From an optimization exercise on the open Yosys and OpenROAD flow, aimed at small area, a short achievable clock period and few clock cycles; shortcuts taken in it are not production practice. Only simulation tests tie the RTL to the original design; equivalence was not proved.

## raven
## radix_number_string_parser_unit
module radix_number_string_parser_unit #(
  parameter int VALUE_BITS    = 48,
  parameter int FRACTION_BITS = 16
) (
  input  logic                  clk_i,
  input  logic                  rst_ni,
  input  logic                  cfg_we_i,
  input  logic [5:0]            cfg_data_i,
  input  logic                  in_valid_i,
  output logic                  in_ready_o,
  input  logic [7:0]            char_code_i,
  input  logic                  is_last_i,
  output logic                  out_valid_o,
  input  logic                  out_ready_i,
  output logic [2:0]            status_o,
  output logic signed [VALUE_BITS-1:0] value_o
);
Size: roughly 370 flip-flops, roughly 73 I/O pins, ~37000 um^2 of cells after synthesis.
make LEC_CHECK=0 ABC_CLOCK_PERIOD_IN_PS=5000 CAP_MARGIN=20 CORE_MARGIN=2 CORE_UTILIZATION=50 SETUP_SLACK_MARGIN=4.6 SLEW_MARGIN=20 finish   # period 10.0 ns
run.sh (not shown) runs the stock make flow with config.mk's settings and CLKGATE_MAP_FILE= SYNTH_SCRIPT=/design/flow/synth_recipe.tcl, a recipe that flattens the netlist after the stock synthesis.
Both conditions hold for raven: the flow ran to the end and the final layout passed the timing, design-rule and antenna checks.
Testbench counts of raven, summed over its fixed seeds: cycles 5,608.
Input-level comparison between pepper and raven:
Settings: CORE_UTILIZATION changed from 50 to 60; CTS_BUF_LIST newly set to sky130_fd_sc_hd__clkbuf_8; SETUP_SLACK_MARGIN changed from 4.6 to 4.5.
Results
- Delta (pepper minus raven): die area went down by 16%, design area has decreased.
- Summary — placeable core region, pepper relative to raven: lower, by 12000 um^2.
The inputs of onyx differ from those of pepper as listed below.
Settings: clearing CTS_BUF_LIST, which used to be sky130_fd_sc_hd__clkbuf_8.
--- outcome ---
- onyx vs pepper — number of clock buffer instances in the layout dropped 25%.
- Total clock sinks essentially unchanged between pepper and onyx.
- Summary of onyx over pepper: final hold slack increased by 0.010 ns relative to the old numbers, total area of sequential cells closely matched the old numbers, number of CTS-inserted buffers decreased by about 38% relative to the old numbers.
- pepper and onyx ended up with nearly the same length of routed met2 wiring.
- On design area, pepper and onyx are neck and neck.


oak:
Starting RTL as in the previous note.
clock: 10.0 ns
lec_check: 0
abc_clock_period_in_ps: 5000
cap_margin: 20
core_margin: 2
core_utilization: 60
setup_slack_margin: 4.7
slew_margin: 20
Status oak: flow complete, layout not clean - antenna violations
Testbench counts of oak, summed over its fixed seeds: cycles 5,608.
Edits applied to the flow inputs when going from oak to pine:
Settings: CORE_UTILIZATION: 60 -> 50; SETUP_SLACK_MARGIN: 4.7 -> 4.8.
--- outcome ---
- pine | stages: all done | timing, DRC, antenna: all pass
- Taking oak as the reference, in pine worst hold slack -0.0048 ns; global-route wire length before repair -3500 µm; number of ordinary and repair buffers in the finished layout -about 5.4%; worst path arrival time -0.15 ns.
Relative to pine, the following input files were edited for birch:
Settings: changing SETUP_SLACK_MARGIN from 4.8 to 4.5; setting GPL_ROUTABILITY_DRIVEN to 0 for the first time; setting PLACE_DENSITY to 0.7 for the first time.
Results
Compared with pine, birch shows a arrival time at the worst endpoint that is 0.16 ns higher.
From pine to birch the numbers moved as follows: clock period minus worst slack went up by 0.15 ns; hold slack shows an increase of 0.0097 ns; post-route cell area decreased by 3.3% relative to the old numbers.
#### Input delta (maple over birch)
Settings: GPL_ROUTABILITY_DRIVEN: 0 -> unset; SETUP_SLACK_MARGIN: 4.5 -> 4.4.
### Flow results
- maple against birch; final cell count is down slightly.
- Count of instances resized after the clock tree is built | maple below birch
- Detailed route, maple vs birch: via total lower for maple
- Looking only at worst hold slack after final layout, and setting everything else aside, the lower value of maple and birch goes to maple.
- The multi-input combinational cell count on birch is in line with that on maple.
- maple leaves less setup margin than birch.

==> afterwards: timing with drivers on the ports <==
The results above use ideal ports. As a check the final layouts listed here were re-extracted and re-timed, cells and wires unchanged.
Step 1 (the two cells are an assumption about what drives the block):
set clk [get_ports {clk_i}]
set_driving_cell -lib_cell sky130_fd_sc_hd__clkbuf_16 $clk
set_driving_cell -lib_cell sky130_fd_sc_hd__buf_2 [delete_from_list [all_inputs] $clk]
Step 2 adds t to the input delays and takes it off the output delays; t is the mean of the earliest and latest rising clock arrival at the registers after step 1. Input paths then give back, and output paths get back, about the clock's delay inside the block.
Slacks: no drivers / after step 1 / after step 2; pairs: no drivers / after step 1.
run	t, ns	setup WS [ns]	clock arrival spread, ns	pins driven straight from the clock port
raven	0.671	4.630 / 4.630 / 4.177	0.041 / 0.041	1
pepper	0.726	4.475 / 4.475 / 4.202	0.056 / 0.055	1
onyx	0.667	4.513 / 4.513 / 4.177	0.038 / 0.038	1
oak	0.676	4.568 / 4.568 / 4.118	0.033 / 0.033	1
pine	0.655	4.691 / 4.691 / 4.332	0.021 / 0.021	1
birch	0.665	4.545 / 4.545 / 4.065	0.038 / 0.038	1
maple	0.660	4.525 / 4.525 / 4.103	0.029 / 0.028	1
For birch, which loses most, drivers alone change the setup slack by 0.000 ns; drivers and shift together by -0.480 ns.
